From an optimization exercise on the open Yosys and OpenROAD flow, aimed at small area and a short achievable clock period; shortcuts taken in it are not production practice. No activity file was given, so power comes from the tool's default toggle rates.

v16:
## cpu_top
module cpu_top (
	input  logic                i_clk,
	input  logic                i_rst_n,
	input  cpu_pkg::instr_t     i_instr,
	output cpu_pkg::pc_t        o_pc,
	output logic                o_dmem_we,
	output cpu_pkg::dmem_addr_t o_dmem_addr,
	output cpu_pkg::word_t      o_dmem_wdata,
	output cpu_pkg::status_t    o_status
);
Size: roughly 110 I/O pins, ~130,000 sq um of cells after synthesis.
==> module add32, before the edit <==
module add32 (
	input  cpu_pkg::word_t i_a,
	input  cpu_pkg::word_t i_b,
	input  logic           i_cin,
	output cpu_pkg::word_t o_sum
);
	logic [31:0] p0;
	logic [31:0] g [0:5];
	logic [31:0] t [0:5];
	logic [31:0] c;
	for (genvar i = 0; i < 32; i++) begin : g_pg
		rf_xor2 p_i (.a(i_a[i]), .b(i_b[i]), .y(p0[i]));
		if (i == 0) begin : g_cin
			logic g00;
			rf_and2 g_i (.a(i_a[0]), .b(i_b[0]), .y(g00));
			rf_ao21 c_i (.a(g00), .b(p0[0]), .c(i_cin), .y(g[0][0]));
		end else begin : g_gen
			rf_and2 g_i (.a(i_a[i]), .b(i_b[i]), .y(g[0][i]));
		end
	end
	assign t[0] = p0;
	for (genvar l = 0; l < 5; l++) begin : g_lvl
		for (genvar i = 0; i < 32; i++) begin : g_bit
			if (((i >> l) & 1) == 1) begin : g_join
				localparam int J = ((i >> l) << l) - 1;
				rf_ao21 g_i (.a(g[l][i]), .b(t[l][i]), .c(g[l][J]), .y(g[l+1][i]));
				rf_and2 t_i (.a(t[l][i]), .b(t[l][J]), .y(t[l+1][i]));
			end else begin : g_pass
				assign g[l+1][i] = g[l][i];
				assign t[l+1][i] = t[l][i];
			end
		end
	end
	assign c[0] = i_cin;
	for (genvar i = 1; i < 32; i++) begin : g_c
		assign c[i] = g[5][i-1];
	end
	for (genvar i = 0; i < 32; i++) begin : g_sum
		rf_xor2 s_i (.a(p0[i]), .b(c[i]), .y(o_sum[i]));
	end
endmodule
==> module alu, before the edit <==
module alu (
	input  cpu_pkg::word_t i_a,
	input  cpu_pkg::word_t i_b,
	input  cpu_pkg::word_t i_imm,
	input  logic           i_is_r,
	input  logic           i_use_imm,
	input  logic           i_sub,
	input  logic [4:0]     i_funct,
	input  logic [4:0]     i_shamt,
	output cpu_pkg::word_t o_result,
	output logic           o_ovf
);
	cpu_pkg::word_t op_b;
	cpu_pkg::word_t op_bx;
	cpu_pkg::word_t sum;
	cpu_pkg::word_t sh_in;
	cpu_pkg::word_t sh_out;
	cpu_pkg::word_t sh_rev;
	logic           sh_left;
	logic           sh_fill;
	assign op_b  = i_use_imm ? i_imm : i_b;
	assign op_bx = op_b ^ {32{i_sub}};
	add32 add_i (.i_a(i_a), .i_b(op_bx), .i_cin(i_sub), .o_sum(sum));
	assign o_ovf = (i_a[32-1] == op_bx[32-1]) && (sum[32-1] != i_a[32-1]);
	assign sh_left = ~i_funct[0];
	assign sh_fill = i_funct[0] & i_a[32-1];
	always_comb begin
		for (int i = 0; i < 32; i++) sh_in[i] = sh_left ? i_a[32-1-i] : i_a[i];
	end
	assign sh_out = $signed({sh_fill, sh_in}) >>> i_shamt;
	always_comb begin
		for (int i = 0; i < 32; i++) sh_rev[i] = sh_out[32-1-i];
	end
	always_comb begin
		case (i_funct)
			5'd0, 5'd1: o_result = sum;
			5'd2:       o_result = i_a & i_b;
			5'd3:       o_result = i_a | i_b;
			5'd4:       o_result = sh_rev;
			5'd5:       o_result = sh_out;
			default:    o_result = '0;
		endcase
		if (!i_is_r) o_result = sum;
	end
endmodule
Settings: LEC_CHECK=0, CAP_MARGIN=20, CORE_MARGIN=2, CORE_UTILIZATION=60, PLACE_DENSITY=0.7, SETUP_SLACK_MARGIN=5, SLEW_MARGIN=20, SYNTH_HIERARCHICAL=1, SYNTH_MEMORY_MAX_BITS=16384, SYNTH_MINIMUM_KEEP_SIZE=0; clock period 16.0 ns.
standard.sh (not shown) runs the stock make flow with config.mk's settings and CLKGATE_MAP_FILE= SYNTH_SCRIPT=/design/flow/synth_recipe.tcl, a recipe that flattens the netlist after the stock synthesis.
==> flow/flow/run.sh <==
#!/bin/bash
# The standard layout with these changes: synthesis sees a strong driver
# and a light load on each module port, so it leaves cells at their smallest
# size; resizing may change a cell's footprint; port buffers are buf_4; timing
# repair aims at a larger setup margin; the clock tree uses clkbuf_8 without
# dummy loads.
set -euo pipefail
bash standard.sh \
  ABC_LOAD_IN_FF=1 \
  ABC_DRIVER_CELL=sky130_fd_sc_hd__buf_4 \
  MATCH_CELL_FOOTPRINT=0 \
  SETUP_SLACK_MARGIN=7 \
  TNS_END_PERCENT=20 \
  BUFFER_PORTS_ARGS="-buffer_cell sky130_fd_sc_hd__buf_4" \
  CTS_ARGS="-sink_clustering_enable -repair_clock_nets -dont_use_dummy_load -buf_list sky130_fd_sc_hd__clkbuf_8 -sink_clustering_size 16 -sink_clustering_max_diameter 70" \
  finish > make.log 2>&1
Looking at the reports, v16 completed the entire flow and the layout it produced met the timing, design-rule and antenna checks.
#### Input delta (v29 over v16)
diff --git a/flow/design.v b/flow/design.v
--- a/flow/design.v
+++ b/flow/design.v
@@ -75,47 +75,6 @@
 	rf_nand2 ne_i (.a(e4[1]), .b(e4[0]), .y(o_ne));
 	assign o_lt = l5;
 endmodule
-module add32 (
-	input  cpu_pkg::word_t i_a,
-	input  cpu_pkg::word_t i_b,
-	input  logic           i_cin,
-	output cpu_pkg::word_t o_sum
-);
-	logic [31:0] p0;
-	logic [31:0] g [0:5];
-	logic [31:0] t [0:5];
-	logic [31:0] c;
-	for (genvar i = 0; i < 32; i++) begin : g_pg
-		rf_xor2 p_i (.a(i_a[i]), .b(i_b[i]), .y(p0[i]));
-		if (i == 0) begin : g_cin
-			logic g00;
-			rf_and2 g_i (.a(i_a[0]), .b(i_b[0]), .y(g00));
-			rf_ao21 c_i (.a(g00), .b(p0[0]), .c(i_cin), .y(g[0][0]));
-		end else begin : g_gen
-			rf_and2 g_i (.a(i_a[i]), .b(i_b[i]), .y(g[0][i]));
-		end
-	end
-	assign t[0] = p0;
-	for (genvar l = 0; l < 5; l++) begin : g_lvl
-		for (genvar i = 0; i < 32; i++) begin : g_bit
-			if (((i >> l) & 1) == 1) begin : g_join
-				localparam int J = ((i >> l) << l) - 1;
-				rf_ao21 g_i (.a(g[l][i]), .b(t[l][i]), .c(g[l][J]), .y(g[l+1][i]));
-				rf_and2 t_i (.a(t[l][i]), .b(t[l][J]), .y(t[l+1][i]));
-			end else begin : g_pass
-				assign g[l+1][i] = g[l][i];
-				assign t[l+1][i] = t[l][i];
-			end
-		end
-	end
-	assign c[0] = i_cin;
-	for (genvar i = 1; i < 32; i++) begin : g_c
-		assign c[i] = g[5][i-1];
-	end
-	for (genvar i = 0; i < 32; i++) begin : g_sum
-		rf_xor2 s_i (.a(p0[i]), .b(c[i]), .y(o_sum[i]));
-	end
-endmodule
 module alu (
 	input  cpu_pkg::word_t i_a,
 	input  cpu_pkg::word_t i_b,
@@ -138,7 +97,7 @@
 	logic           sh_fill;
 	assign op_b  = i_use_imm ? i_imm : i_b;
 	assign op_bx = op_b ^ {32{i_sub}};
-	add32 add_i (.i_a(i_a), .i_b(op_bx), .i_cin(i_sub), .o_sum(sum));
+	assign sum   = i_a + op_bx + {31'd0, i_sub};
 	assign o_ovf = (i_a[32-1] == op_bx[32-1]) && (sum[32-1] != i_a[32-1]);
 	assign sh_left = ~i_funct[0];
 	assign sh_fill = i_funct[0] & i_a[32-1];
Results
- Taking v16 as the reference, in v29 filler cell count in the final layout moved down; final routed wirelength across all metal layers moved down; final cell count without fillers moved down; post-layout instance area moved down.
- met1 wire length shrinks by a few percent when moving from v16 to v29.
- Number of cells traversed by the worst hold path came out exactly the same in v16 and v29.
- Status: sequential cell area in the final layout parity (v29, v16)
- The switching share of power was comparable across v16 and v29.
- v16 vs v29, endpoint of the most critical setup path: o_dmem_wdata[21] vs o_dmem_addr[4]
- Count of cells along the worst register-to-register path (lower): v16
Function was not checked in any run of this note: the RTL went through the layout flow alone.

[re-timing with driven ports]
In the flow no input, the clock included, has a driving cell. The finished layouts below were timed again as built, in two steps. Step 1 sets driving cells, clkbuf_16 on the clock port and buf_2 on the other inputs (assumed; they add their load-dependent delay and slew). Step 2 times the ports against the registers' clock, not the clock port: input delays grow and output delays shrink by t, the midpoint of the rising clock arrivals with the driver on. Slacks: no drivers / after step 1 / after step 2; pairs: no drivers / after step 1.
run | shift t [ns] | setup slack, ns | worst hold slack (ns) | slew at the worst register clock pin (ns) | pins driven straight from the clock port
v16 | 1.128 | 6.567 / 6.469 / 5.996 | 0.471 / 0.471 / 0.471 | 0.12 / 0.12 | 1
v29 | 1.115 | 6.757 / 6.633 / 5.853 | 0.482 / 0.482 / 0.482 | 0.11 / 0.11 | 1
After both steps setup and hold are still met in every run listed. For v29, which loses most, drivers alone change the setup slack by -0.124 ns; drivers and shift together by -0.904 ns.
